Context: an optimization exercise on an open-source flow, tuned for small area and few clock cycles. The choices shown serve that exercise and are no tape-out recipe. The RTL of this run was laid out without a check of its function.

## design/flow/flow/run.sh

```bash
#!/bin/bash
# The standard layout with these changes:
#  - synthesis: the standard script (same registers, names and cell types), but
#    the design's modules are kept apart until after technology mapping; the
#    index adder tree (mscs_idx), which holds the critical path, is mapped with
#    ORFS's speed script and every other module with flow/abc_area.script, an
#    area-oriented mapping; the yosys pre-mapping abc pass is skipped. After
#    flattening, the index datapath's internal wire names are dropped so that
#    its outputs drive the output ports directly, buffers are inserted only for
#    outputs that share a net (as the standard synthesis does), and the netlist
#    is renamed as in the standard synthesis
#  - plain buf_1 cells as the port buffers
#  - a clock tree of clkbuf_8 cells, larger sink clusters, no dummy loads
set -uo pipefail
W=$(pwd)
sed -e "s#^source \$::env(SCRIPTS_DIR)/synth_preamble.tcl\$#source \$::env(SCRIPTS_DIR)/synth_preamble.tcl\nset abc_area_args [lreplace \$abc_args 1 1 $W/flow/abc_area.script]#" \
    -e "s#^  log_cmd abc {\*}\$abc_args\$#  log_cmd abc {*}\$abc_args mscs_idx\n  log_cmd abc {*}\$abc_area_args marching_squares_top marching_squares_cell_segments mscs_seg_calc#" \
    "$FLOW_HOME/scripts/synth.tcl" > "$W/my_synth_core.tcl"
sed -e "s#source \$::env(SCRIPTS_DIR)/synth.tcl#source $W/my_synth_core.tcl#" \
    -e "s#yosys synth -nofsm -noshare#yosys synth -nofsm -noshare -noabc#" \
    -e "s#^opt_clean -purge\$#yosys rename -hide w:u_core.u_calc.*\nopt_clean -purge\ninsbuf -buf {*}\$::env(MIN_BUF_CELL_AND_PORTS)#" \
    synth_recipe.tcl > "$W/my_synth.tcl"
sed "s#SYNTH_SCRIPT=[^ ]*#SYNTH_SCRIPT=$W/my_synth.tcl#" standard.sh > "$W/my_standard.sh"
SYNTH_HIERARCHICAL=1 SYNTH_MINIMUM_KEEP_SIZE=0 SYNTH_INSBUF=0 bash "$W/my_standard.sh" synth > synth.log 2>&1
export BUFFER_PORTS_ARGS="-buffer_cell sky130_fd_sc_hd__buf_1"
export CTS_ARGS="-sink_clustering_enable -repair_clock_nets -buf_list sky130_fd_sc_hd__clkbuf_8 -root_buf sky130_fd_sc_hd__clkbuf_8 -dont_use_dummy_load -sink_clustering_size 30"
bash "$W/my_standard.sh" > standard.log 2>&1
```

## design/flow/flow/abc_area.script

```
strash
&get -n
&fraig -x
&put
scorr
dc2
dch -f
amap
topo
stime -c
```

## design/flow/constraint.sdc

```tcl
create_clock -name core_clock -period 9.0 [get_ports {clk}]
set_input_delay 1.8000 -clock core_clock [delete_from_list [all_inputs] [get_ports {clk}]]
set_output_delay 1.8000 -clock core_clock [all_outputs]
set_load 0.01 [all_outputs]
```

## design/flow/design.v

```verilog
`default_nettype none
module marching_squares_top (
    input  wire        clk,
    input  wire        rst_n,
    input  wire        cell_valid,
    output wire        cell_stall,
    input  wire [79:0] cell_word,
    output wire        seg_valid,
    input  wire        seg_stall,
    output wire [36:0] seg,
    input  wire        psel,
    input  wire        penable,
    input  wire        pwrite,
    input  wire [3:0]  paddr,
    input  wire [31:0] pwdata,
    output wire [31:0] prdata,
    output wire        pready
);
    marching_squares_cell_segments u_core (
        .clk        (clk),
        .rst_n      (rst_n),
        .cell_valid (cell_valid),
        .cell_stall (cell_stall),
        .cell_word  (cell_word),
        .seg_valid  (seg_valid),
        .seg_stall  (seg_stall),
        .seg        (seg),
        .psel       (psel),
        .penable    (penable),
        .pwrite     (pwrite),
        .paddr      (paddr),
        .pwdata     (pwdata),
        .prdata     (prdata),
        .pready     (pready)
    );
endmodule
`default_nettype wire

`default_nettype none
package mscs_pkg;
    localparam int MAX_COLUMNS = 256;
    localparam int MAX_ROWS    = 256;
    localparam int SAMPLE_BITS = 16;
    localparam int COORD_BITS  = 8;
    localparam int COUNT_BITS  = 9;
    localparam int INDEX_BITS  = 17;
    localparam int ADDR_BITS   = 4;
    localparam int DATA_BITS   = 32;
    localparam logic [1:0] REG_THRESHOLD = 2'd0;
    localparam logic [1:0] REG_COLUMNS   = 2'd1;
    localparam logic [1:0] REG_ROWS      = 2'd2;
    typedef struct packed {
        logic [COORD_BITS-1:0]         cell_x;
        logic [COORD_BITS-1:0]         cell_y;
        logic signed [SAMPLE_BITS-1:0] top_left;
        logic signed [SAMPLE_BITS-1:0] top_right;
        logic signed [SAMPLE_BITS-1:0] bottom_right;
        logic signed [SAMPLE_BITS-1:0] bottom_left;
    } cell_t;
    typedef struct packed {
        logic                  first_is_vertex;
        logic [INDEX_BITS-1:0] first_index;
        logic                  second_is_vertex;
        logic [INDEX_BITS-1:0] second_index;
        logic                  last_of_cell;
    } segment_t;
    typedef struct packed {
        logic                  is_vertex;
        logic [INDEX_BITS-1:0] index;
    } endpoint_t;
    typedef struct packed {
        logic [1:0] count;
        segment_t   first;
        segment_t   second;
    } seg_pair_t;
endpackage
`default_nettype wire
`default_nettype none
module mscs_seg_calc (
    input  wire logic [mscs_pkg::COUNT_BITS-1:0]  cols,       
    input  wire logic [mscs_pkg::INDEX_BITS-1:0]  horiz,      
    input  wire logic [7:0]                       ma,         
    input  wire logic [8:0]                       mb,         
    input  wire logic [7:0]                       mc,         
    input  wire logic                             hmode,      
    input  wire logic [3:0]                       on,         
    input  wire logic [1:0]                       pe,         
    input  wire logic [1:0]                       qe,         
    input  wire logic                             last,
    output mscs_pkg::segment_t                    seg
);
    localparam int IW = mscs_pkg::INDEX_BITS;
    localparam logic [1:0] E_TOP    = 2'd0;
    localparam logic [1:0] E_RIGHT  = 2'd1;
    localparam logic [1:0] E_BOTTOM = 2'd2;
    localparam logic [1:0] E_LEFT   = 2'd3;
    function automatic logic [4:0] ep_ctl(input logic [1:0] e, input logic [3:0] o);
        logic ta, tb;
        logic v;
        logic [2:0] sel;
        logic cin;
        case (e)
            E_TOP:    begin ta = o[3]; tb = o[2]; end
            E_RIGHT:  begin ta = o[2]; tb = o[1]; end
            E_BOTTOM: begin ta = o[0]; tb = o[1]; end
            default:  begin ta = o[3]; tb = o[0]; end
        endcase
        v = ta ^ tb;
        case (e)
            E_TOP:    begin sel = v ? 3'd0 : 3'd3; cin = v ? tb : 1'b1; end
            E_RIGHT:  begin sel = v ? (tb ? 3'd1 : 3'd0) : 3'd2; cin = 1'b1; end
            E_BOTTOM: begin sel = v ? 3'd1 : 3'd4; cin = v & tb; end
            default:  begin sel = v ? (tb ? 3'd1 : 3'd0) : 3'd2; cin = 1'b0; end
        endcase
        ep_ctl = {v, sel, cin};
    endfunction
    function automatic logic [IW-1:0] offs(input logic [2:0] s, input logic [IW-1:0] c,
                                           input logic [IW-1:0] h, input logic [IW-1:0] n,
                                           input logic [IW-1:0] cn);
        case (s)
            3'd1:    offs = c;
            3'd2:    offs = h;
            3'd3:    offs = n;
            3'd4:    offs = cn;
            default: offs = '0;
        endcase
    endfunction
    function automatic logic [IW-1:0] c_minus_y1(input logic [8:0] c, input logic [7:0] y);
        logic [IW-1:0] a, b, s;
        logic          k;
        a = {8'h00, c};
        b = {9'h1ff, ~y};
        k = 1'b0;
        for (int i = 0; i < IW; i++)
        begin
            s[i] = a[i] ^ b[i] ^ k;
            k    = (a[i] & b[i]) | (a[i] & k) | (b[i] & k);
        end
        c_minus_y1 = s;
    endfunction
    logic [4:0]    pc, qc;
    logic [2:0]    psel;
    logic          pcin;
    logic [IW-1:0] ny, cny, cz;
    logic [IW-1:0] po, qo;
    assign pc   = ep_ctl(pe, on);
    assign qc   = ep_ctl(qe, on);
    assign psel = hmode ? 3'd4 : pc[3:1];
    assign pcin = hmode ? 1'b0 : pc[0];
    assign ny   = {9'h1ff, ~ma};
    assign cz   = {8'h00, cols};
    assign cny  = c_minus_y1(cols, ma);
    assign po   = offs(psel, cz, horiz, ny, cny);
    assign qo   = offs(qc[3:1], cz, horiz, ny, cny);
    mscs_idx u_idx (
        .a    (ma),
        .b    (mb),
        .c    (mc),
        .po   (po),
        .pcin (pcin),
        .qo   (qo),
        .qcin (qc[0]),
        .pi   (seg.first_index),
        .qi   (seg.second_index)
    );
    assign seg.first_is_vertex  = pc[4];
    assign seg.second_is_vertex = qc[4];
    assign seg.last_of_cell     = last;
endmodule
module mscs_idx (
    input  wire logic [7:0]  a,
    input  wire logic [8:0]  b,
    input  wire logic [7:0]  c,
    input  wire logic [16:0] po,
    input  wire logic        pcin,
    input  wire logic [16:0] qo,
    input  wire logic        qcin,
    output logic [16:0]      pi,
    output logic [16:0]      qi
);
    wire [8:0] pp0 = b & {9{a[0]}};
    wire [8:0] pp1 = b & {9{a[1]}};
    wire [8:0] pp2 = b & {9{a[2]}};
    wire [8:0] pp3 = b & {9{a[3]}};
    wire [8:0] pp4 = b & {9{a[4]}};
    wire [8:0] pp5 = b & {9{a[5]}};
    wire [8:0] pp6 = b & {9{a[6]}};
    wire [8:0] pp7 = b & {9{a[7]}};
    wire t1;
    wire t2;
    wire t3;
    wire t4;
    wire t5;
    wire t6;
    wire t7;
    wire t8;
    wire t9;
    wire t10;
    wire t11;
    wire t12;
    wire t13;
    wire t14;
    wire t15;
    wire t16;
    wire t17;
    wire t18;
    wire t19;
    wire t20;
    wire t21;
    wire t22;
    wire t23;
    wire t24;
    wire t25;
    wire t26;
    wire t27;
    wire t28;
    wire t29;
    wire t30;
    wire t31;
    wire t32;
    wire t33;
    wire t34;
    wire t35;
    wire t36;
    wire t37;
    wire t38;
    wire t39;
    wire t40;
    wire t41;
    wire t42;
    wire t43;
    wire t44;
    wire t45;
    wire t46;
    wire t47;
    wire t48;
    wire t49;
    wire t50;
    wire t51;
    wire t52;
    wire t53;
    wire t54;
    wire t55;
    wire t56;
    wire t57;
    wire t58;
    wire t59;
    wire t60;
    wire t61;
    wire t62;
    wire t63;
    wire t64;
    wire t65;
    wire t66;
    wire t67;
    wire t68;
    wire t69;
    wire t70;
    wire t71;
    wire t72;
    wire t73;
    wire t74;
    wire t75;
    wire t76;
    wire t77;
    wire t78;
    wire t79;
    wire t80;
    wire t81;
    wire t82;
    wire t83;
    wire t84;
    wire t85;
    wire t86;
    wire t87;
    wire t88;
    wire t89;
    wire t90;
    wire t91;
    wire t92;
    wire t93;
    wire t94;
    wire t95;
    wire t96;
    wire t97;
    wire t98;
    wire t99;
    wire t100;
    wire t101;
    wire t102;
    wire t103;
    wire t104;
    wire t105;
    wire t106;
    wire t107;
    wire t108;
    wire t109;
    wire t110;
    wire t111;
    wire t112;
    wire t113;
    wire t114;
    wire t115;
    wire t116;
    wire t117;
    wire t118;
    wire t119;
    wire t120;
    wire t121;
    wire t122;
    wire t123;
    wire t124;
    wire t125;
    wire t126;
    wire t127;
    wire t128;
    wire t129;
    wire t130;
    wire t131;
    wire t132;
    wire t133;
    wire t134;
    wire t135;
    wire t136;
    wire t137;
    wire t138;
    wire t139;
    wire t140;
    wire t141;
    wire t142;
    wire t143;
    wire t144;
    wire t145;
    wire t146;
    wire t147;
    wire t148;
    wire t149;
    wire t150;
    wire t151;
    wire t152;
    wire t153;
    wire t154;
    wire t155;
    wire t156;
    wire t157;
    wire t158;
    wire t159;
    wire t160;
    wire t161;
    wire t162;
    wire t163;
    wire t164;
    wire t165;
    wire t166;
    wire t167;
    wire t168;
    wire t169;
    wire t170;
    wire t171;
    wire t172;
    wire t173;
    wire t174;
    wire t175;
    wire t176;
    wire t177;
    wire t178;
    wire t179;
    wire t180;
    wire t181;
    wire t182;
    wire t183;
    wire t184;
    wire t185;
    wire t186;
    wire t187;
    wire t188;
    wire t189;
    wire t190;
    wire t191;
    wire t192;
    wire t193;
    wire t194;
    wire t195;
    wire t196;
    wire t197;
    wire t198;
    wire t199;
    wire t200;
    wire t201;
    wire t202;
    wire t203;
    wire t204;
    wire t205;
    wire t206;
    wire t207;
    wire t208;
    wire t209;
    wire t210;
    wire t211;
    wire t212;
    wire t213;
    wire t214;
    wire t215;
    wire t216;
    wire t217;
    wire t218;
    wire t219;
    wire t220;
    wire t221;
    wire t222;
    wire t223;
    wire t224;
    wire t225;
    wire t226;
    wire t227;
    wire t228;
    wire t229;
    wire t230;
    wire t231;
    wire t232;
    wire t233;
    wire t234;
    wire t235;
    wire t236;
    wire t237;
    wire t238;
    wire t239;
    wire t240;
    wire t241;
    wire t242;
    wire t243;
    wire t244;
    wire t245;
    wire t246;
    wire t247;
    wire t248;
    wire t249;
    wire t250;
    wire t251;
    wire t252;
    wire t253;
    wire t254;
    wire t255;
    wire t256;
    wire t257;
    wire t258;
    wire t259;
    wire t260;
    wire t261;
    wire t262;
    wire t263;
    wire t264;
    wire t265;
    wire t266;
    wire t267;
    wire t268;
    wire t269;
    wire t270;
    wire t271;
    wire t272;
    wire t273;
    wire t274;
    wire t275;
    wire t276;
    wire t277;
    wire t278;
    wire t279;
    wire t280;
    wire t281;
    wire t282;
    wire t283;
    wire t284;
    wire t285;
    wire t286;
    wire t287;
    wire t288;
    wire t289;
    wire t290;
    wire t291;
    wire t292;
    wire t293;
    wire t294;
    wire t295;
    wire t296;
    wire t297;
    wire t298;
    wire t299;
    wire t300;
    wire t301;
    wire t302;
    wire t303;
    wire t304;
    wire t305;
    wire t306;
    assign t1 = pp0[5] ^ pp1[4];
    assign t2 = pp0[5] & pp1[4];
    assign t3 = pp0[6] ^ pp1[5] ^ pp2[4];
    assign t4 = (pp0[6] & pp1[5]) | (pp0[6] & pp2[4]) | (pp1[5] & pp2[4]);
    assign t5 = pp3[3] ^ pp4[2];
    assign t6 = pp3[3] & pp4[2];
    assign t7 = pp0[7] ^ pp1[6] ^ pp2[5];
    assign t8 = (pp0[7] & pp1[6]) | (pp0[7] & pp2[5]) | (pp1[6] & pp2[5]);
    assign t9 = pp3[4] ^ pp4[3] ^ pp5[2];
    assign t10 = (pp3[4] & pp4[3]) | (pp3[4] & pp5[2]) | (pp4[3] & pp5[2]);
    assign t11 = pp6[1] ^ pp7[0];
    assign t12 = pp6[1] & pp7[0];
    assign t13 = pp0[8] ^ pp1[7] ^ pp2[6];
    assign t14 = (pp0[8] & pp1[7]) | (pp0[8] & pp2[6]) | (pp1[7] & pp2[6]);
    assign t15 = pp3[5] ^ pp4[4] ^ pp5[3];
    assign t16 = (pp3[5] & pp4[4]) | (pp3[5] & pp5[3]) | (pp4[4] & pp5[3]);
    assign t17 = pp6[2] ^ pp7[1];
    assign t18 = pp6[2] & pp7[1];
    assign t19 = pp1[8] ^ pp2[7] ^ pp3[6];
    assign t20 = (pp1[8] & pp2[7]) | (pp1[8] & pp3[6]) | (pp2[7] & pp3[6]);
    assign t21 = pp4[5] ^ pp5[4] ^ pp6[3];
    assign t22 = (pp4[5] & pp5[4]) | (pp4[5] & pp6[3]) | (pp5[4] & pp6[3]);
    assign t23 = pp2[8] ^ pp3[7] ^ pp4[6];
    assign t24 = (pp2[8] & pp3[7]) | (pp2[8] & pp4[6]) | (pp3[7] & pp4[6]);
    assign t25 = pp0[3] ^ pp1[2];
    assign t26 = pp0[3] & pp1[2];
    assign t27 = pp0[4] ^ pp1[3] ^ pp2[2];
    assign t28 = (pp0[4] & pp1[3]) | (pp0[4] & pp2[2]) | (pp1[3] & pp2[2]);
    assign t29 = pp3[1] ^ pp4[0];
    assign t30 = pp3[1] & pp4[0];
    assign t31 = t1 ^ pp2[3] ^ pp3[2];
    assign t32 = (t1 & pp2[3]) | (t1 & pp3[2]) | (pp2[3] & pp3[2]);
    assign t33 = pp4[1] ^ pp5[0] ^ c[5];
    assign t34 = (pp4[1] & pp5[0]) | (pp4[1] & c[5]) | (pp5[0] & c[5]);
    assign t35 = t2 ^ t3 ^ t5;
    assign t36 = (t2 & t3) | (t2 & t5) | (t3 & t5);
    assign t37 = pp5[1] ^ pp6[0] ^ c[6];
    assign t38 = (pp5[1] & pp6[0]) | (pp5[1] & c[6]) | (pp6[0] & c[6]);
    assign t39 = t4 ^ t6 ^ t7;
    assign t40 = (t4 & t6) | (t4 & t7) | (t6 & t7);
    assign t41 = t9 ^ t11 ^ c[7];
    assign t42 = (t9 & t11) | (t9 & c[7]) | (t11 & c[7]);
    assign t43 = t8 ^ t10 ^ t12;
    assign t44 = (t8 & t10) | (t8 & t12) | (t10 & t12);
    assign t45 = t13 ^ t15 ^ t17;
    assign t46 = (t13 & t15) | (t13 & t17) | (t15 & t17);
    assign t47 = t14 ^ t16 ^ t18;
    assign t48 = (t14 & t16) | (t14 & t18) | (t16 & t18);
    assign t49 = t19 ^ t21 ^ pp7[2];
    assign t50 = (t19 & t21) | (t19 & pp7[2]) | (t21 & pp7[2]);
    assign t51 = t20 ^ t22 ^ t23;
    assign t52 = (t20 & t22) | (t20 & t23) | (t22 & t23);
    assign t53 = pp5[5] ^ pp6[4] ^ pp7[3];
    assign t54 = (pp5[5] & pp6[4]) | (pp5[5] & pp7[3]) | (pp6[4] & pp7[3]);
    assign t55 = t24 ^ pp3[8] ^ pp4[7];
    assign t56 = (t24 & pp3[8]) | (t24 & pp4[7]) | (pp3[8] & pp4[7]);
    assign t57 = pp5[6] ^ pp6[5] ^ pp7[4];
    assign t58 = (pp5[6] & pp6[5]) | (pp5[6] & pp7[4]) | (pp6[5] & pp7[4]);
    assign t59 = pp4[8] ^ pp5[7] ^ pp6[6];
    assign t60 = (pp4[8] & pp5[7]) | (pp4[8] & pp6[6]) | (pp5[7] & pp6[6]);
    assign t61 = pp0[2] ^ pp1[1];
    assign t62 = pp0[2] & pp1[1];
    assign t63 = t25 ^ pp2[1] ^ pp3[0];
    assign t64 = (t25 & pp2[1]) | (t25 & pp3[0]) | (pp2[1] & pp3[0]);
    assign t65 = t26 ^ t27 ^ t29;
    assign t66 = (t26 & t27) | (t26 & t29) | (t27 & t29);
    assign t67 = t28 ^ t30 ^ t31;
    assign t68 = (t28 & t30) | (t28 & t31) | (t30 & t31);
    assign t69 = t32 ^ t34 ^ t35;
    assign t70 = (t32 & t34) | (t32 & t35) | (t34 & t35);
    assign t71 = t36 ^ t38 ^ t39;
    assign t72 = (t36 & t38) | (t36 & t39) | (t38 & t39);
    assign t73 = t40 ^ t42 ^ t43;
    assign t74 = (t40 & t42) | (t40 & t43) | (t42 & t43);
    assign t75 = t44 ^ t46 ^ t47;
    assign t76 = (t44 & t46) | (t44 & t47) | (t46 & t47);
    assign t77 = t48 ^ t50 ^ t51;
    assign t78 = (t48 & t50) | (t48 & t51) | (t50 & t51);
    assign t79 = t52 ^ t54 ^ t55;
    assign t80 = (t52 & t54) | (t52 & t55) | (t54 & t55);
    assign t81 = t56 ^ t58 ^ t59;
    assign t82 = (t56 & t58) | (t56 & t59) | (t58 & t59);
    assign t83 = t60 ^ pp5[8] ^ pp6[7];
    assign t84 = (t60 & pp5[8]) | (t60 & pp6[7]) | (pp5[8] & pp6[7]);
    assign t85 = pp0[1] ^ pp1[0];
    assign t86 = pp0[1] & pp1[0];
    assign t87 = t61 ^ pp2[0] ^ c[2];
    assign t88 = (t61 & pp2[0]) | (t61 & c[2]) | (pp2[0] & c[2]);
    assign t89 = t62 ^ t63 ^ c[3];
    assign t90 = (t62 & t63) | (t62 & c[3]) | (t63 & c[3]);
    assign t91 = t64 ^ t65 ^ c[4];
    assign t92 = (t64 & t65) | (t64 & c[4]) | (t65 & c[4]);
    assign t93 = t66 ^ t67 ^ t33;
    assign t94 = (t66 & t67) | (t66 & t33) | (t67 & t33);
    assign t95 = t68 ^ t69 ^ t37;
    assign t96 = (t68 & t69) | (t68 & t37) | (t69 & t37);
    assign t97 = t70 ^ t71 ^ t41;
    assign t98 = (t70 & t71) | (t70 & t41) | (t71 & t41);
    assign t99 = t72 ^ t73 ^ t45;
    assign t100 = (t72 & t73) | (t72 & t45) | (t73 & t45);
    assign t101 = t74 ^ t75 ^ t49;
    assign t102 = (t74 & t75) | (t74 & t49) | (t75 & t49);
    assign t103 = t76 ^ t77 ^ t53;
    assign t104 = (t76 & t77) | (t76 & t53) | (t77 & t53);
    assign t105 = t78 ^ t79 ^ t57;
    assign t106 = (t78 & t79) | (t78 & t57) | (t79 & t57);
    assign t107 = t80 ^ t81 ^ pp7[5];
    assign t108 = (t80 & t81) | (t80 & pp7[5]) | (t81 & pp7[5]);
    assign t109 = t82 ^ t83 ^ pp7[6];
    assign t110 = (t82 & t83) | (t82 & pp7[6]) | (t83 & pp7[6]);
    assign t111 = t84 ^ pp6[8] ^ pp7[7];
    assign t112 = (t84 & pp6[8]) | (t84 & pp7[7]) | (pp6[8] & pp7[7]);
    assign t113 = pp0[0] ^ c[0];
    assign t114 = pp0[0] & c[0];
    assign t115 = t85 ^ c[1] ^ po[1];
    assign t116 = (t85 & c[1]) | (t85 & po[1]) | (c[1] & po[1]);
    assign t117 = t86 ^ t87 ^ po[2];
    assign t118 = (t86 & t87) | (t86 & po[2]) | (t87 & po[2]);
    assign t119 = t88 ^ t89 ^ po[3];
    assign t120 = (t88 & t89) | (t88 & po[3]) | (t89 & po[3]);
    assign t121 = t90 ^ t91 ^ po[4];
    assign t122 = (t90 & t91) | (t90 & po[4]) | (t91 & po[4]);
    assign t123 = t92 ^ t93 ^ po[5];
    assign t124 = (t92 & t93) | (t92 & po[5]) | (t93 & po[5]);
    assign t125 = t94 ^ t95 ^ po[6];
    assign t126 = (t94 & t95) | (t94 & po[6]) | (t95 & po[6]);
    assign t127 = t96 ^ t97 ^ po[7];
    assign t128 = (t96 & t97) | (t96 & po[7]) | (t97 & po[7]);
    assign t129 = t98 ^ t99 ^ po[8];
    assign t130 = (t98 & t99) | (t98 & po[8]) | (t99 & po[8]);
    assign t131 = t100 ^ t101 ^ po[9];
    assign t132 = (t100 & t101) | (t100 & po[9]) | (t101 & po[9]);
    assign t133 = t102 ^ t103 ^ po[10];
    assign t134 = (t102 & t103) | (t102 & po[10]) | (t103 & po[10]);
    assign t135 = t104 ^ t105 ^ po[11];
    assign t136 = (t104 & t105) | (t104 & po[11]) | (t105 & po[11]);
    assign t137 = t106 ^ t107 ^ po[12];
    assign t138 = (t106 & t107) | (t106 & po[12]) | (t107 & po[12]);
    assign t139 = t108 ^ t109 ^ po[13];
    assign t140 = (t108 & t109) | (t108 & po[13]) | (t109 & po[13]);
    assign t141 = t110 ^ t111 ^ po[14];
    assign t142 = (t110 & t111) | (t110 & po[14]) | (t111 & po[14]);
    assign t143 = t112 ^ pp7[8] ^ po[15];
    assign t144 = (t112 & pp7[8]) | (t112 & po[15]) | (pp7[8] & po[15]);
    assign t145 = t113 ^ po[0] ^ pcin;
    assign t146 = (t113 & po[0]) | (t113 & pcin) | (po[0] & pcin);
    assign t147 = t114 ^ t115 ^ t146;
    assign t148 = (t114 & t115) | (t114 & t146) | (t115 & t146);
    assign t149 = t116 ^ t117 ^ t148;
    assign t150 = (t116 & t117) | (t116 & t148) | (t117 & t148);
    assign t151 = t118 ^ t119 ^ t150;
    assign t152 = (t118 & t119) | (t118 & t150) | (t119 & t150);
    assign t153 = t120 ^ t121 ^ t152;
    assign t154 = (t120 & t121) | (t120 & t152) | (t121 & t152);
    assign t155 = t122 ^ t123 ^ t154;
    assign t156 = (t122 & t123) | (t122 & t154) | (t123 & t154);
    assign t157 = t124 ^ t125 ^ t156;
    assign t158 = (t124 & t125) | (t124 & t156) | (t125 & t156);
    assign t159 = t126 ^ t127 ^ 1'b0;
    assign t160 = (t126 & t127) | (t126 & 1'b0) | (t127 & 1'b0);
    assign t161 = t128 ^ t129 ^ t160;
    assign t162 = (t128 & t129) | (t128 & t160) | (t129 & t160);
    assign t163 = t130 ^ t131 ^ t162;
    assign t164 = (t130 & t131) | (t130 & t162) | (t131 & t162);
    assign t165 = t132 ^ t133 ^ t164;
    assign t166 = (t132 & t133) | (t132 & t164) | (t133 & t164);
    assign t167 = t134 ^ t135 ^ t166;
    assign t168 = (t134 & t135) | (t134 & t166) | (t135 & t166);
    assign t169 = t136 ^ t137 ^ t168;
    assign t170 = (t136 & t137) | (t136 & t168) | (t137 & t168);
    assign t171 = t126 ^ t127 ^ 1'b1;
    assign t172 = (t126 & t127) | (t126 & 1'b1) | (t127 & 1'b1);
    assign t173 = t128 ^ t129 ^ t172;
    assign t174 = (t128 & t129) | (t128 & t172) | (t129 & t172);
    assign t175 = t130 ^ t131 ^ t174;
    assign t176 = (t130 & t131) | (t130 & t174) | (t131 & t174);
    assign t177 = t132 ^ t133 ^ t176;
    assign t178 = (t132 & t133) | (t132 & t176) | (t133 & t176);
    assign t179 = t134 ^ t135 ^ t178;
    assign t180 = (t134 & t135) | (t134 & t178) | (t135 & t178);
    assign t181 = t136 ^ t137 ^ t180;
    assign t182 = (t136 & t137) | (t136 & t180) | (t137 & t180);
    assign t183 = t158 ? t171 : t159;
    assign t184 = t158 ? t173 : t161;
    assign t185 = t158 ? t175 : t163;
    assign t186 = t158 ? t177 : t165;
    assign t187 = t158 ? t179 : t167;
    assign t188 = t158 ? t181 : t169;
    assign t189 = t158 ? t182 : t170;
    assign t190 = t138 ^ t139 ^ 1'b0;
    assign t191 = (t138 & t139) | (t138 & 1'b0) | (t139 & 1'b0);
    assign t192 = t140 ^ t141 ^ t191;
    assign t193 = (t140 & t141) | (t140 & t191) | (t141 & t191);
    assign t194 = t142 ^ t143 ^ t193;
    assign t195 = (t142 & t143) | (t142 & t193) | (t143 & t193);
    assign t196 = t144 ^ po[16] ^ t195;
    assign t197 = (t144 & po[16]) | (t144 & t195) | (po[16] & t195);
    assign t198 = t138 ^ t139 ^ 1'b1;
    assign t199 = (t138 & t139) | (t138 & 1'b1) | (t139 & 1'b1);
    assign t200 = t140 ^ t141 ^ t199;
    assign t201 = (t140 & t141) | (t140 & t199) | (t141 & t199);
    assign t202 = t142 ^ t143 ^ t201;
    assign t203 = (t142 & t143) | (t142 & t201) | (t143 & t201);
    assign t204 = t144 ^ po[16] ^ t203;
    assign t205 = (t144 & po[16]) | (t144 & t203) | (po[16] & t203);
    assign t206 = t189 ? t198 : t190;
    assign t207 = t189 ? t200 : t192;
    assign t208 = t189 ? t202 : t194;
    assign t209 = t189 ? t204 : t196;
    assign t210 = pp0[0] ^ c[0];
    assign t211 = pp0[0] & c[0];
    assign t212 = t85 ^ c[1] ^ qo[1];
    assign t213 = (t85 & c[1]) | (t85 & qo[1]) | (c[1] & qo[1]);
    assign t214 = t86 ^ t87 ^ qo[2];
    assign t215 = (t86 & t87) | (t86 & qo[2]) | (t87 & qo[2]);
    assign t216 = t88 ^ t89 ^ qo[3];
    assign t217 = (t88 & t89) | (t88 & qo[3]) | (t89 & qo[3]);
    assign t218 = t90 ^ t91 ^ qo[4];
    assign t219 = (t90 & t91) | (t90 & qo[4]) | (t91 & qo[4]);
    assign t220 = t92 ^ t93 ^ qo[5];
    assign t221 = (t92 & t93) | (t92 & qo[5]) | (t93 & qo[5]);
    assign t222 = t94 ^ t95 ^ qo[6];
    assign t223 = (t94 & t95) | (t94 & qo[6]) | (t95 & qo[6]);
    assign t224 = t96 ^ t97 ^ qo[7];
    assign t225 = (t96 & t97) | (t96 & qo[7]) | (t97 & qo[7]);
    assign t226 = t98 ^ t99 ^ qo[8];
    assign t227 = (t98 & t99) | (t98 & qo[8]) | (t99 & qo[8]);
    assign t228 = t100 ^ t101 ^ qo[9];
    assign t229 = (t100 & t101) | (t100 & qo[9]) | (t101 & qo[9]);
    assign t230 = t102 ^ t103 ^ qo[10];
    assign t231 = (t102 & t103) | (t102 & qo[10]) | (t103 & qo[10]);
    assign t232 = t104 ^ t105 ^ qo[11];
    assign t233 = (t104 & t105) | (t104 & qo[11]) | (t105 & qo[11]);
    assign t234 = t106 ^ t107 ^ qo[12];
    assign t235 = (t106 & t107) | (t106 & qo[12]) | (t107 & qo[12]);
    assign t236 = t108 ^ t109 ^ qo[13];
    assign t237 = (t108 & t109) | (t108 & qo[13]) | (t109 & qo[13]);
    assign t238 = t110 ^ t111 ^ qo[14];
    assign t239 = (t110 & t111) | (t110 & qo[14]) | (t111 & qo[14]);
    assign t240 = t112 ^ pp7[8] ^ qo[15];
    assign t241 = (t112 & pp7[8]) | (t112 & qo[15]) | (pp7[8] & qo[15]);
    assign t242 = t210 ^ qo[0] ^ qcin;
    assign t243 = (t210 & qo[0]) | (t210 & qcin) | (qo[0] & qcin);
    assign t244 = t211 ^ t212 ^ t243;
    assign t245 = (t211 & t212) | (t211 & t243) | (t212 & t243);
    assign t246 = t213 ^ t214 ^ t245;
    assign t247 = (t213 & t214) | (t213 & t245) | (t214 & t245);
    assign t248 = t215 ^ t216 ^ t247;
    assign t249 = (t215 & t216) | (t215 & t247) | (t216 & t247);
    assign t250 = t217 ^ t218 ^ t249;
    assign t251 = (t217 & t218) | (t217 & t249) | (t218 & t249);
    assign t252 = t219 ^ t220 ^ t251;
    assign t253 = (t219 & t220) | (t219 & t251) | (t220 & t251);
    assign t254 = t221 ^ t222 ^ t253;
    assign t255 = (t221 & t222) | (t221 & t253) | (t222 & t253);
    assign t256 = t223 ^ t224 ^ 1'b0;
    assign t257 = (t223 & t224) | (t223 & 1'b0) | (t224 & 1'b0);
    assign t258 = t225 ^ t226 ^ t257;
    assign t259 = (t225 & t226) | (t225 & t257) | (t226 & t257);
    assign t260 = t227 ^ t228 ^ t259;
    assign t261 = (t227 & t228) | (t227 & t259) | (t228 & t259);
    assign t262 = t229 ^ t230 ^ t261;
    assign t263 = (t229 & t230) | (t229 & t261) | (t230 & t261);
    assign t264 = t231 ^ t232 ^ t263;
    assign t265 = (t231 & t232) | (t231 & t263) | (t232 & t263);
    assign t266 = t233 ^ t234 ^ t265;
    assign t267 = (t233 & t234) | (t233 & t265) | (t234 & t265);
    assign t268 = t223 ^ t224 ^ 1'b1;
    assign t269 = (t223 & t224) | (t223 & 1'b1) | (t224 & 1'b1);
    assign t270 = t225 ^ t226 ^ t269;
    assign t271 = (t225 & t226) | (t225 & t269) | (t226 & t269);
    assign t272 = t227 ^ t228 ^ t271;
    assign t273 = (t227 & t228) | (t227 & t271) | (t228 & t271);
    assign t274 = t229 ^ t230 ^ t273;
    assign t275 = (t229 & t230) | (t229 & t273) | (t230 & t273);
    assign t276 = t231 ^ t232 ^ t275;
    assign t277 = (t231 & t232) | (t231 & t275) | (t232 & t275);
    assign t278 = t233 ^ t234 ^ t277;
    assign t279 = (t233 & t234) | (t233 & t277) | (t234 & t277);
    assign t280 = t255 ? t268 : t256;
    assign t281 = t255 ? t270 : t258;
    assign t282 = t255 ? t272 : t260;
    assign t283 = t255 ? t274 : t262;
    assign t284 = t255 ? t276 : t264;
    assign t285 = t255 ? t278 : t266;
    assign t286 = t255 ? t279 : t267;
    assign t287 = t235 ^ t236 ^ 1'b0;
    assign t288 = (t235 & t236) | (t235 & 1'b0) | (t236 & 1'b0);
    assign t289 = t237 ^ t238 ^ t288;
    assign t290 = (t237 & t238) | (t237 & t288) | (t238 & t288);
    assign t291 = t239 ^ t240 ^ t290;
    assign t292 = (t239 & t240) | (t239 & t290) | (t240 & t290);
    assign t293 = t241 ^ qo[16] ^ t292;
    assign t294 = (t241 & qo[16]) | (t241 & t292) | (qo[16] & t292);
    assign t295 = t235 ^ t236 ^ 1'b1;
    assign t296 = (t235 & t236) | (t235 & 1'b1) | (t236 & 1'b1);
    assign t297 = t237 ^ t238 ^ t296;
    assign t298 = (t237 & t238) | (t237 & t296) | (t238 & t296);
    assign t299 = t239 ^ t240 ^ t298;
    assign t300 = (t239 & t240) | (t239 & t298) | (t240 & t298);
    assign t301 = t241 ^ qo[16] ^ t300;
    assign t302 = (t241 & qo[16]) | (t241 & t300) | (qo[16] & t300);
    assign t303 = t286 ? t295 : t287;
    assign t304 = t286 ? t297 : t289;
    assign t305 = t286 ? t299 : t291;
    assign t306 = t286 ? t301 : t293;
    assign pi = {t209, t208, t207, t206, t188, t187, t186, t185, t184, t183, t157, t155, t153, t151, t149, t147, t145};
    assign qi = {t306, t305, t304, t303, t285, t284, t283, t282, t281, t280, t254, t252, t250, t248, t246, t244, t242};
endmodule
`default_nettype wire
`default_nettype none
module marching_squares_cell_segments (
    input  wire logic                            clk,
    input  wire logic                            rst_n,
    input  wire logic                            cell_valid,
    output logic                                 cell_stall,
    input  wire mscs_pkg::cell_t                 cell_word,
    output logic                                 seg_valid,
    input  wire logic                            seg_stall,
    output mscs_pkg::segment_t                   seg,
    input  wire logic                            psel,
    input  wire logic                            penable,
    input  wire logic                            pwrite,
    input  wire logic [mscs_pkg::ADDR_BITS-1:0]  paddr,
    input  wire logic [mscs_pkg::DATA_BITS-1:0]  pwdata,
    output logic [mscs_pkg::DATA_BITS-1:0]       prdata,
    output logic                                 pready
);
    localparam int CW = mscs_pkg::COUNT_BITS;
    localparam int SW = mscs_pkg::SAMPLE_BITS;
    localparam int IW = mscs_pkg::INDEX_BITS;
    localparam logic [1:0] E_TOP    = 2'd0;
    localparam logic [1:0] E_RIGHT  = 2'd1;
    localparam logic [1:0] E_BOTTOM = 2'd2;
    localparam logic [1:0] E_LEFT   = 2'd3;
    function automatic logic ge16(input logic [15:0] a, input logic [15:0] t);
        logic c;
        c = 1'b1;
        for (int i = 0; i < 16; i++)
            c = t[i] ? a[i] : c;
        ge16 = c;
    endfunction
    function automatic logic ge8(input logic [7:0] a, input logic [7:0] b);
        logic c;
        c = 1'b1;
        for (int i = 0; i < 8; i++)
            c = (a[i] & ~b[i]) | ((a[i] | ~b[i]) & c);
        ge8 = c;
    endfunction
    function automatic logic [7:0] sub8(input logic [7:0] v, input logic [7:0] k);
        logic [7:0] d;
        logic       b;
        b = 1'b0;
        for (int i = 0; i < 8; i++)
        begin
            d[i] = v[i] ^ k[i] ^ b;
            b    = (~v[i] & k[i]) | (~v[i] & b) | (k[i] & b);
        end
        sub8 = d;
    endfunction
    function automatic logic [7:0] clamp_minus(input logic [CW-1:0] v, input logic lo,
                                               input logic hi, input logic [7:0] k);
        if (lo)
            clamp_minus = 8'd2 - k;
        else if (hi)
            clamp_minus = 8'd0 - k;
        else
            clamp_minus = sub8(v[7:0], k);
    endfunction
    logic [SW-1:0]        thr_reg;
    logic [CW-1:0]        cols_raw_reg;
    logic [CW-1:0]        rows_raw_reg;
    logic                 cols_lo_reg, cols_hi_reg;
    logic                 rows_lo, rows_hi;
    logic [IW-1:0]        horiz_reg;
    logic [CW-1:0]        cols_c;
    logic [7:0]           cols_m2;
    logic [7:0]           rows_m1;
    logic                 wd_lo, wd_hi;
    logic                 cfg_wr;
    logic                 grid_wr;
    logic                 grid_wr_reg;
    assign pready  = 1'b1;
    assign cfg_wr  = psel && penable && pwrite;
    assign grid_wr = cfg_wr && ((paddr[3:2] == mscs_pkg::REG_COLUMNS) ||
                                (paddr[3:2] == mscs_pkg::REG_ROWS));
    assign wd_lo   = pwdata[8:1] == 8'd0;
    assign wd_hi   = pwdata[8] && (pwdata[7:0] != 8'd0);
    assign rows_lo = rows_raw_reg[8:1] == 8'd0;
    assign rows_hi = rows_raw_reg[8] && (rows_raw_reg[7:0] != 8'd0);
    assign cols_c  = cols_lo_reg ? CW'(2) : (cols_hi_reg ? CW'(256) : cols_raw_reg);
    assign cols_m2 = clamp_minus(cols_raw_reg, cols_lo_reg, cols_hi_reg, 8'd2);
    assign rows_m1 = clamp_minus(rows_raw_reg, rows_lo, rows_hi, 8'd1);
    always_ff @(posedge clk or negedge rst_n)
    begin
        if (!rst_n)
            grid_wr_reg <= 1'b0;
        else
            grid_wr_reg <= grid_wr;
    end
    always_ff @(posedge clk or negedge rst_n)
    begin
        if (!rst_n)
        begin
            thr_reg      <= '0;
            cols_raw_reg <= CW'(mscs_pkg::MAX_COLUMNS);
            rows_raw_reg <= CW'(mscs_pkg::MAX_ROWS);
            cols_lo_reg  <= 1'b0;
            cols_hi_reg  <= 1'b0;
        end
        else if (cfg_wr)
        begin
            unique case (paddr[3:2])
                mscs_pkg::REG_THRESHOLD:
                begin
                    thr_reg <= pwdata[SW-1:0];
                end
                mscs_pkg::REG_COLUMNS:
                begin
                    cols_raw_reg <= pwdata[CW-1:0];
                    cols_lo_reg  <= wd_lo;
                    cols_hi_reg  <= wd_hi;
                end
                mscs_pkg::REG_ROWS:
                begin
                    rows_raw_reg <= pwdata[CW-1:0];
                end
                default:
                begin
                end
            endcase
        end
    end
    always_comb
    begin
        unique case (paddr[3:2])
            mscs_pkg::REG_THRESHOLD: prdata = mscs_pkg::DATA_BITS'(thr_reg);
            mscs_pkg::REG_COLUMNS:   prdata = mscs_pkg::DATA_BITS'(cols_raw_reg);
            mscs_pkg::REG_ROWS:      prdata = mscs_pkg::DATA_BITS'(rows_raw_reg);
            default:                 prdata = '0;
        endcase
    end
    logic [SW-1:0] u_tl, u_tr, u_br, u_bl, u_thr;
    logic [3:0]    code;
    logic [3:0]    on_cell;
    logic          high;
    logic          in_grid;
    logic          flip;
    logic          has_seg;
    logic          saddle;
    logic [1:0]    pe_cell;
    logic [1:0]    qe_cell;
    assign u_tl  = cell_word.top_left     ^ 16'h8000;
    assign u_tr  = cell_word.top_right    ^ 16'h8000;
    assign u_br  = cell_word.bottom_right ^ 16'h8000;
    assign u_bl  = cell_word.bottom_left  ^ 16'h8000;
    assign u_thr = thr_reg ^ 16'h8000;
    logic [SW-1:0] t_tl, t_tr, t_br, t_bl;
    assign t_tl    = cell_word.top_left     ^ thr_reg;
    assign t_tr    = cell_word.top_right    ^ thr_reg;
    assign t_br    = cell_word.bottom_right ^ thr_reg;
    assign t_bl    = cell_word.bottom_left  ^ thr_reg;
    assign code    = {ge16(u_tl, t_tl), ge16(u_tr, t_tr), ge16(u_br, t_br), ge16(u_bl, t_bl)};
    assign on_cell = {t_tl == '0, t_tr == '0, t_br == '0, t_bl == '0};
    logic [18:0] s1, c1, s2, c2, s3, c3, nt;
    logic        hc;
    assign nt = {1'b0, ~u_thr, 2'b11};
    assign s1 = {3'b000, u_tl ^ u_tr ^ u_br};
    assign c1 = {2'b00, (u_tl & u_tr) | (u_tl & u_br) | (u_tr & u_br), 1'b0};
    assign s2 = s1 ^ c1 ^ {3'b000, u_bl};
    assign c2 = {(s1[17:0] & c1[17:0]) | (s1[17:0] & {2'b00, u_bl}) | (c1[17:0] & {2'b00, u_bl}), 1'b0};
    assign s3 = s2 ^ c2 ^ nt;
    assign c3 = {(s2[17:0] & c2[17:0]) | (s2[17:0] & nt[17:0]) | (c2[17:0] & nt[17:0]), 1'b0};
    always_comb
    begin
        hc = 1'b1;
        for (int i = 0; i < 18; i++)
            hc = (s3[i] & c3[i]) | (s3[i] & hc) | (c3[i] & hc);
        high = s3[18] ^ c3[18] ^ hc;
    end
    assign in_grid = ge8(cols_m2, cell_word.cell_x) && !ge8(cell_word.cell_y, rows_m1);
    assign saddle  = (code == 4'd5) || (code == 4'd10);
    assign has_seg = in_grid && (code != 4'd0) && (code != 4'd15);
    assign flip    = high != (code == 4'd5);
    always_comb
    begin
        case (code)
            4'd1, 4'd14: begin pe_cell = E_LEFT;   qe_cell = E_BOTTOM; end
            4'd2, 4'd13: begin pe_cell = E_BOTTOM; qe_cell = E_RIGHT;  end
            4'd3, 4'd12: begin pe_cell = E_LEFT;   qe_cell = E_RIGHT;  end
            4'd4, 4'd11: begin pe_cell = E_TOP;    qe_cell = E_RIGHT;  end
            4'd6, 4'd9:  begin pe_cell = E_TOP;    qe_cell = E_BOTTOM; end
            4'd7, 4'd8:  begin pe_cell = E_LEFT;   qe_cell = E_TOP;    end
            default:     begin pe_cell = E_LEFT;   qe_cell = flip ? E_BOTTOM : E_TOP; end
        endcase
    end
    logic          d_valid_reg;
    logic [7:0]    d_x_reg;
    logic [7:0]    d_y_reg;
    logic [3:0]    d_on_reg;
    logic [1:0]    d_pe_reg;
    logic [1:0]    d_qe_reg;
    logic          d_pend_reg;      
    logic          d_top2_reg;      
    logic deliver;
    logic free;
    logic load;
    assign deliver    = d_valid_reg && !seg_stall;
    assign free       = !d_valid_reg || (deliver && !d_pend_reg);
    assign cell_stall = !free || grid_wr_reg;
    assign load       = cell_valid && has_seg && !cell_stall;
    always_ff @(posedge clk or negedge rst_n)
    begin
        if (!rst_n)
            d_valid_reg <= 1'b0;
        else if (free)
            d_valid_reg <= load;
    end
    always_ff @(posedge clk)
    begin
        if (load)
        begin
            d_x_reg <= cell_word.cell_x;
            d_y_reg <= cell_word.cell_y;
        end
        else if (free)
        begin
            d_x_reg <= 8'd0;
            d_y_reg <= rows_m1;
        end
    end
    always_ff @(posedge clk)
    begin
        if (load)
        begin
            d_on_reg   <= on_cell;
            d_pe_reg   <= pe_cell;
            d_qe_reg   <= qe_cell;
            d_pend_reg <= saddle;
            d_top2_reg <= flip;
        end
        else if (deliver && d_pend_reg)
        begin
            d_pe_reg   <= d_top2_reg ? E_TOP : E_BOTTOM;
            d_qe_reg   <= E_RIGHT;
            d_pend_reg <= 1'b0;
        end
    end
    mscs_seg_calc u_calc (
        .cols   (cols_c),
        .horiz  (horiz_reg),
        .ma     (d_y_reg),
        .mb     (cols_c),
        .mc     (d_x_reg),
        .hmode  (!d_valid_reg),
        .on     (d_on_reg),
        .pe     (d_pe_reg),
        .qe     (d_qe_reg),
        .last   (!d_pend_reg),
        .seg    (seg)
    );
    always_ff @(posedge clk)
    begin
        if (!d_valid_reg)
            horiz_reg <= seg.first_index;
    end
    assign seg_valid = d_valid_reg;
endmodule
`default_nettype wire
```

## design/flow/standard.sh

```bash
#!/bin/bash
# synth_recipe.tcl (not shown) runs the flow's synth.tcl, then flattens the netlist and writes it again
# the make line also repeats each setting of config.mk as NAME=value (left out here)
make -C /OpenROAD-flow-scripts/flow DESIGN_CONFIG=/design/flow/config.mk WORK_HOME=/design/flow/orfs CLKGATE_MAP_FILE= SYNTH_SCRIPT=/design/flow/synth_recipe.tcl "${@:-finish}"
```

## design/flow/config.mk

```make
export PLATFORM = sky130hd
export DESIGN_NAME = marching_squares_top
export DESIGN_NICKNAME = marching_squares_top
export VERILOG_FILES = /design/flow/design.v
export SDC_FILE = /design/flow/constraint.sdc
export NUM_CORES = 4
export LEC_CHECK = 0
export CAP_MARGIN = 20
export CORE_MARGIN = 2
export CORE_UTILIZATION = 40
export SLEW_MARGIN = 20
```

==> notes.md <==
I/O pin total 195; family with the most delay on the worst path adder cells; Worst-Skew Late Latency 0.39 ns; endpoint required time on the critical path 7.20 ns; count of hold-fix buffers inserted at cts 0; routed wire length per instance 18.05 um; number of nets with antenna violations after routing 0; GR Layer Usage met2 37.18%; max-slew headroom at the worst pin 36.50%; number of violations reported at the end of detailed-routing iteration 0 494; footprint of the multi-input gates 7642 um^2; buffers from clock root to sink, at most 2; CP peak stage delay 0.42 ns; Most Crowded Layer GR met2; number of DRC violations after detailed routing 0; Syn Area/Cell 9.434 um^2; number of H-tree levels 3; final total negative setup slack 0 ns; most common cell after layout, fill and taps aside sky130_fd_sc_hd__buf_1; global-route wire length before repair 47.26 mm; Area Overhead vs Synth 14.81%; highest-count cells in the layout ignoring fill and taps sky130_fd_sc_hd__buf_1, sky130_fd_sc_hd__fa_1, sky130_fd_sc_hd__clkinv_1, sky130_fd_sc_hd__nor2_1, sky130_fd_sc_hd__nand2_1; total detailed-routing wirelength 29.82 mm; buffers and inverters on the worst path 13; mean number of vias per cell 5.464; worst min-delay path category flip-flop to flip-flop; total via count after detailed routing 9027; Die W 165.4 um; number of antenna violations at the first check in global routing 1; clock slew at the register clock pins of the worst setup and hold paths 0.10 ns; final hold violations 0; Period Utilization, post-route 96.21%; post-layout instance area 11960 um^2; type of the worst setup path flip-flop to output pin; critical path capture point type output pin; Inserted Clock Buffers 9; detailed-routing iteration count for the pre-antenna-repair pass 5; cell count after synthesis 1104; number of max-slew violations in the final report 0; Die Height 165.4 um; Highest Clock Rate 115.5 MHz; critical path data arrival time 6.86 ns; CTS sink count 81; area taken by flip-flops and latches 2246 um^2; number of flip-flops in the largest register 17; total die area 27340 um^2; overall overflow remaining after global route 0; share of post-route cells with drive strength above 1 7.675%; Worst path slowest cell sky130_fd_sc_hd__edfxtp_1; count of standard-cell rows 59; number of global-route vias before repair 9010; DP Area 11530 um^2; count of final setup violators 0; estimated wirelength of the detail-placed design 24.37 mm; filler cell count in the final layout 2547; run status finished clean; count of maximum capacitance violations 0; starting utilization of the core area 40.31%; post-synthesis instance area 10410 um^2; Port Buf Inserts 159; final weighted congestion of routability-driven global placement 0.9401; final net count 1647; grt met1 use 31.41%; Core Footprint 25840 um^2; grt met3 use 3.047%; pin count of the biggest net entering global routing 39; setup clock skew after layout 0.03505 ns; Clk Tree Root Cell sky130_fd_sc_hd__clkbuf_8; clock tree from TritonCTS yes; Critical Path Start Type flip-flop; Slew @ Worst Pin 0.9526 ns; cell with the most instances on the worst path sky130_fd_sc_hd__buf_4; clock period minus final worst setup slack 8.659 ns; maximum fanout along the worst path 3; GRT Total Usage 22.41%; Yosys warnings 8
-- per-stage QoR --
step | util [%] | cells | worst slack (ns) | hold slack, ns
4_1_cts | 45.78 | 1645 | -0.0001177 | 0.5400
3_3_place_gp | 44.64 | 1619 | 0.1966 | 0.5232
6_report | 46.28 | 1652 | 0.3408 | 0.5407
3_5_place_dp | 44.64 | 1619 | 0.05554 | 0.5264
5_1_grt | 46.28 | 1652 | -0.002446 | 0.5630
2_1_floorplan | - | 1119 | 0.3412 | 0.4780
-- timing repair --
item	4_1_cts	5_1_grt
resized for setup	13	31
endpoints found under the setup margin	7	13
buffers inserted	17	6
pin swaps	7	9
-- per-layer routing --
layer,vias to the layer above,routed length (um)
met5,-,0
met4,0,397
met3,21,1601
met2,264,14160
met1,4511,13660
li1,4231,-
-- tightest hold or removal path: cells and delay by family (launching register included) --
kind | cells | cell delay (ns)
flops | 1 | 0.38
compound gates | 1 | 0.08
buf+inv | 1 | 0.07
-- final cells by class --
| class | count | area share, % |
|---|---|---|
| sequential | 81 | 18.78 |
| clock buffer | 9 | 1.036 |
| inverter | 156 | 4.939 |
| timing repair buffer | 203 | 7.806 |
| tap | 335 | 3.505 |
| multi-input combinational | 867 | 63.91 |
| antenna | 1 | 0.02093 |
-- final timing paths --
check / from / to / slack (ns) / cells after the start
max in group asynchronous: rst_n / u_core.cols_lo_reg$_DFFE_PN0P_ / 6.79 / 1
setup / recovery: u_core.d_pe_reg[0]$_SDFFCE_PN0P_ / seg[34] / 0.34 / 32
min in group asynchronous: rst_n / u_core.cols_raw_reg[7]$_DFFE_PN0P_ / 1.57 / 1
hold / removal: u_core.rows_raw_reg[8]$_DFFE_PN1P_ / u_core.rows_raw_reg[8]$_DFFE_PN1P_ / 0.54 / 2
setup reg to reg: u_core.d_pe_reg[0]$_SDFFCE_PN0P_ / u_core.horiz_reg[16]$_DFFE_PN_ / 2.44 / 32
hold reg to reg: u_core.rows_raw_reg[8]$_DFFE_PN1P_ / u_core.rows_raw_reg[8]$_DFFE_PN1P_ / 0.54 / 2

==> static timing again, ports no longer ideal <==
In the flow no input, the clock included, has a driving cell. The finished layout below was timed again as built, in two steps. Step 1: set_driving_cell puts a clkbuf_16 on clk and a buf_2 on each other input, an assumption about the parent block. Step 2, shift: input delay + t, output delay - t, t = (earliest + latest rising clock arrival at the registers) / 2. This alone moves slack from input paths to output paths. a / b / c = ideal ports / drivers / drivers and shift; a / b = the first two.
t, ns: 0.413
setup WS [ns]: 0.341 / 0.295 / 0.709
hold slack, ns: 0.541 / 0.541 / 0.541
worst register clock-pin slew, ns: 0.10 / 0.10
After both steps this run still meets setup and hold. The setup slack of this run moves by -0.046 ns with the drivers and by +0.368 ns with both steps.
